Background: an optimization exercise with open tools, aiming at small area. Do not read the settings as production practice. In this exercise RTL edits were held to simulation tests only and were not proved equivalent to the original. No activity file was given, so power comes from the tool's default toggle rates.

the baseline:
Design mflow_top, start of the top module:
module mflow_top (
   input  logic        clk,
   input  logic        rstn,
   input  logic        start,
   input  logic [31:0] task_in_ts,
   input  logic [31:0] task_in_object,
   input  logic [2:0]  task_in_ttype,
   input  logic [63:0] task_in_args,
   output logic        done,
   output logic        idle,
   output logic [31:0] task_out_ts,
   output logic [31:0] task_out_object,
   output logic [2:0]  task_out_ttype,
   output logic [63:0] task_out_args,
   output logic        task_out_valid,
   input  logic        task_out_ready,
   output logic [31:0] mem_rd_addr,
   output logic        mem_rd_valid,
   input  logic        mem_rd_ready,
   input  logic [31:0] mem_rd_data,
   input  logic        mem_rd_resp_valid,
   output logic [31:0] mem_wr_addr,
   output logic [31:0] mem_wr_data,
   output logic        mem_wr_valid,
   input  logic        mem_wr_ready,
   output logic [31:0] undo_addr,
   output logic [31:0] undo_data,
   output logic        undo_valid,
   input  logic        undo_ready
);
Settings: LEC_CHECK=0, CAP_MARGIN=20, CORE_MARGIN=2, CORE_UTILIZATION=40, SLEW_MARGIN=20; clock period 10.0 ns.
run.sh (not shown) runs the stock make flow with config.mk's settings and CLKGATE_MAP_FILE= SYNTH_SCRIPT=/design/flow/synth_recipe.tcl, a recipe that flattens the netlist after the stock synthesis.
#### Input delta (the candidate over the baseline)
Settings: an added CTS_BUF_LIST of sky130_fd_sc_hd__clkbuf_4.
==> flow/flow/run.sh (new file) <==
#!/bin/bash
set -euo pipefail
export BUFFER_PORTS_ARGS="-buffer_cell sky130_fd_sc_hd__buf_1"
bash standard.sh finish > standard_flow.log 2>&1
==> flow/standard.sh (new file) <==
#!/bin/bash
# synth_recipe.tcl (not shown) runs the flow's synth.tcl, then flattens the netlist and writes it again
# the make line also repeats each setting of config.mk as NAME=value (left out here)
make -C /OpenROAD-flow-scripts/flow DESIGN_CONFIG=/design/flow/config.mk WORK_HOME=/design/flow/orfs CLKGATE_MAP_FILE= SYNTH_SCRIPT=/design/flow/synth_recipe.tcl "${@:-finish}"
removed: flow/run.sh
--- outcome ---
Looking at the reports, the candidate completed the entire flow and the layout it produced met the timing, DRC and antenna checks. The candidate vs. the baseline: area growth from synthesis to final layout moved down; sequential share of layout area now sits higher. Where total wire length after detailed routing is concerned, the baseline is outperformed by the candidate. registers as the top power group was reported by the candidate, and combinational cells by the baseline. Diff the baseline -> the candidate: via count normalized by instance count lower; sequential group share of total power increased 5.2 points. Between the baseline and the candidate, the worst hold slack does not differ in any meaningful way. From the baseline to the candidate the numbers moved as follows: area of the multi-input gates ~0 delta, clock buffer count now sits higher, critical path depth now sits lower, maximum clock rate climbed about 4.7%, wire length of the first global-routing pass now sits lower.

---

## amber
mflow_top, a different RTL version from the one above (not shown whole).
For scale: ~470 I/O pins, roughly 10,000 um^2 of cells after synthesis.
clock: 10.0 ns
lec_check: 0
cap_margin: 20
core_margin: 2
core_utilization: 40
cts_buf_list: sky130_fd_sc_hd__clkbuf_16
cts_cluster_diameter: 80
cts_cluster_size: 30
slew_margin: 20
standard.sh (not shown) runs the stock make flow with config.mk's settings and CLKGATE_MAP_FILE= SYNTH_SCRIPT=/design/flow/synth_recipe.tcl, a recipe that flattens the netlist after the stock synthesis.
==> flow/flow/run.sh <==
#!/bin/bash
set -euo pipefail
export BUFFER_PORTS_ARGS="-buffer_cell sky130_fd_sc_hd__buf_1"
bash standard.sh synth > standard_synth.log 2>&1
awk -f flow/filter_lib.awk "$FLOW_HOME/platforms/$FLOW_PLATFORM/lib/sky130_fd_sc_hd__tt_025C_1v80.lib" > restructure.lib
openroad -no_init -exit flow/restructure.tcl > restructure.log 2>&1
bash standard.sh finish > standard_finish.log 2>&1
==> flow/flow/filter_lib.awk <==
# Drop the cells the platform marks don't-use (lpflow and probe cells) from a liberty file.
/^[ \t]*cell[ \t]*\(/ {
   if ($0 ~ /sky130_fd_sc_hd__(lpflow_|probe)/) { skip = 1; depth = 0 }
}
{
   if (skip) {
      n = gsub(/\{/, "{"); m = gsub(/\}/, "}");
      depth += n - m;
      if (depth <= 0 && (n > 0 || m > 0)) { skip = 0 }
      next
   }
   print
}
==> flow/flow/restructure.tcl <==
# Remap the synthesized netlist's combinational logic for area.
set plat $::env(FLOW_HOME)/platforms/$::env(FLOW_PLATFORM)
set res orfs/results/$::env(FLOW_PLATFORM)/mflow_top/base
read_liberty $plat/lib/sky130_fd_sc_hd__tt_025C_1v80.lib
read_db $res/1_synth.odb
read_sdc $res/1_synth.sdc
set_dont_use [get_lib_cells {*/sky130_fd_sc_hd__probe_p_8 */sky130_fd_sc_hd__probec_p_8 */sky130_fd_sc_hd__lpflow_*}]
source $plat/setRC.tcl
report_design_area
file mkdir restructure_work
restructure -target area -liberty_file restructure.lib \
   -tielo_port sky130_fd_sc_hd__conb_1/LO -tiehi_port sky130_fd_sc_hd__conb_1/HI \
   -work_dir restructure_work
report_design_area
report_worst_slack
write_db $res/1_synth.odb
### amber -> sierra
# amber
export LEC_CHECK = 0
export CAP_MARGIN = 20
export CORE_MARGIN = 2
export CORE_UTILIZATION = 40
export CTS_BUF_LIST = sky130_fd_sc_hd__clkbuf_16
export CTS_CLUSTER_DIAMETER = 80
export CTS_CLUSTER_SIZE = 30
export SLEW_MARGIN = 20
create_clock -name core_clock -period 10.0 [get_ports {clk}]
# sierra
export LEC_CHECK = 0
export CAP_MARGIN = 20
export CORE_MARGIN = 2
export CORE_UTILIZATION = 60
export CTS_BUF_LIST = sky130_fd_sc_hd__clkbuf_8
export CTS_CLUSTER_DIAMETER = 70
export CTS_CLUSTER_SIZE = 14
export SLEW_MARGIN = 20
create_clock -name core_clock -period 10.0 [get_ports {clk}]
- When sierra is set beside amber, its final area turns out to be 250 um^2 smaller.
- ~same fraction of layout cells with a size suffix above 1 in sierra and amber
- met3 wire length sits higher in sierra than in amber.
- Changes observed in sierra relative to amber: relative max-transition margin decreased 2.0 points; final core area utilization shows an increase of 23 points.
- The maximum frequency was comparable across sierra and amber.
diff inputs: sierra => juniper
# sierra
export LEC_CHECK = 0
export CAP_MARGIN = 20
export CORE_MARGIN = 2
export CORE_UTILIZATION = 60
export CTS_BUF_LIST = sky130_fd_sc_hd__clkbuf_8
export CTS_CLUSTER_DIAMETER = 70
export CTS_CLUSTER_SIZE = 14
export SLEW_MARGIN = 20
create_clock -name core_clock -period 10.0 [get_ports {clk}]
# juniper
export LEC_CHECK = 0
export CAP_MARGIN = 20
export CORE_MARGIN = 2
export CORE_UTILIZATION = 40
export CTS_BUF_LIST = sky130_fd_sc_hd__clkbuf_8
export CTS_CLUSTER_DIAMETER = 70
export CTS_CLUSTER_SIZE = 14
export SLEW_MARGIN = 20
create_clock -name core_clock -period 10.0 [get_ports {clk}]
==> run summary <==
The lower sequential share of layout area of juniper and sierra is in juniper. Net switching power figure in juniper vs sierra: up 3.3%. juniper against sierra: critical path data arrival time saw an increase, number of routed nets with antenna violations was more or less identical, area added between synthesis and finish saw an increase. Lower met1 track utilization from global routing among juniper and sierra: juniper. sierra has a higher worst hold-check slack than juniper. Sort juniper and sierra by power share of the sequential group, descending, and sierra comes first. juniper against sierra; wire length is down by a little under 10%. Routed wirelength normalized by instance count was higher in the run labelled sierra. Clock-pin slew on the worst setup and hold paths: sierra vs juniper — no meaningful difference.
For fjord, these inputs were changed with respect to juniper:
# juniper
export LEC_CHECK = 0
export CAP_MARGIN = 20
export CORE_MARGIN = 2
export CORE_UTILIZATION = 40
export CTS_BUF_LIST = sky130_fd_sc_hd__clkbuf_8
export CTS_CLUSTER_DIAMETER = 70
export CTS_CLUSTER_SIZE = 14
export SLEW_MARGIN = 20
create_clock -name core_clock -period 10.0 [get_ports {clk}]
# fjord
export LEC_CHECK = 0
export CAP_MARGIN = 20
export CORE_MARGIN = 2
export CORE_UTILIZATION = 40
export CTS_BUF_LIST = sky130_fd_sc_hd__clkbuf_8
export CTS_CLUSTER_DIAMETER = 60
export CTS_CLUSTER_SIZE = 18
export SLEW_MARGIN = 20
create_clock -name core_clock -period 10.0 [get_ports {clk}]
--- outcome ---
Having completed the whole flow, fjord delivered a layout that passed the timing, DRC and antenna checks.
Relative to juniper, fjord degrades clock power.
Between juniper and fjord, worst hold slack increased.
When the final numbers for fjord and juniper were put side by side, the cell count turned out to be smaller in fjord.
juniper → fjord: power share of the clock group rose 0.4 points; wire length decreased 110 um; power now larger; synthesis-to-layout area growth about even; non-clock buffer count stayed essentially flat.
Between juniper and fjord, the cell area figures differ only marginally.
Post-layout net count delta (juniper -> fjord): insignificant
#### Input delta (pepper over fjord)
# fjord
export LEC_CHECK = 0
export CAP_MARGIN = 20
export CORE_MARGIN = 2
export CORE_UTILIZATION = 40
export CTS_BUF_LIST = sky130_fd_sc_hd__clkbuf_8
export CTS_CLUSTER_DIAMETER = 60
export CTS_CLUSTER_SIZE = 18
export SLEW_MARGIN = 20
create_clock -name core_clock -period 10.0 [get_ports {clk}]
# pepper
export LEC_CHECK = 0
export CAP_MARGIN = 0
export CORE_MARGIN = 2
export CORE_UTILIZATION = 60
export CTS_BUF_LIST = sky130_fd_sc_hd__clkbuf_8
export CTS_CLUSTER_DIAMETER = 70
export CTS_CLUSTER_SIZE = 14
export SLEW_MARGIN = 0
create_clock -name core_clock -period 10.0 [get_ports {clk}]
--- outcome ---
Going from fjord to pepper, final standard cell area without fillers saw a decrease; internal power consumption moved down; cell count decreased 106. fjord has higher final period demand of the worst path than pepper. fjord has a higher share of the cycle needed by the critical path after routing than pepper. pepper against fjord: global-route usage climbed 14 points, violation count after the first detailed-routing iteration climbed 167. pepper gives less power share of the clock group than fjord did.

what the ideal ports hide:
The results above use ideal ports. As a check the final layouts listed here were re-extracted and re-timed, cells and wires unchanged.
Step 1: set_driving_cell puts a clkbuf_16 on clk and a buf_2 on each other input, an assumption about the parent block.
Step 2 moves the port delays by t, midway between the first and last clock arrival at a register: inputs arrive t later, outputs are due t later. That takes back most of the time a late clock gives input paths.
Slacks: no drivers / after step 1 / after step 2; pairs: no drivers / after step 1.
run | shift t [ns] | setup slack, ns | slew at the worst register clock pin (ns) | cell pins on the clock port's net
the baseline | 0.606 | 2.303 / 2.250 / 2.856 | 0.07 / 0.07 | 1
the candidate | 0.732 | 2.647 / 2.599 / 3.331 | 0.08 / 0.08 | 1
amber | 0.530 | 5.024 / 4.977 / 5.466 | 0.11 / 0.11 | 1
sierra | 0.584 | 5.037 / 4.996 / 5.374 | 0.11 / 0.11 | 1
juniper | 0.594 | 4.954 / 4.908 / 5.467 | 0.10 / 0.10 | 1
fjord | 0.590 | 4.950 / 4.905 / 5.495 | 0.12 / 0.12 | 1
pepper | 0.582 | 5.072 / 5.030 / 5.063 | 0.11 / 0.11 | 1
After both steps setup and hold are still met in every run listed. For pepper, which loses most, drivers alone change the setup slack by -0.042 ns; drivers and shift together by -0.009 ns.
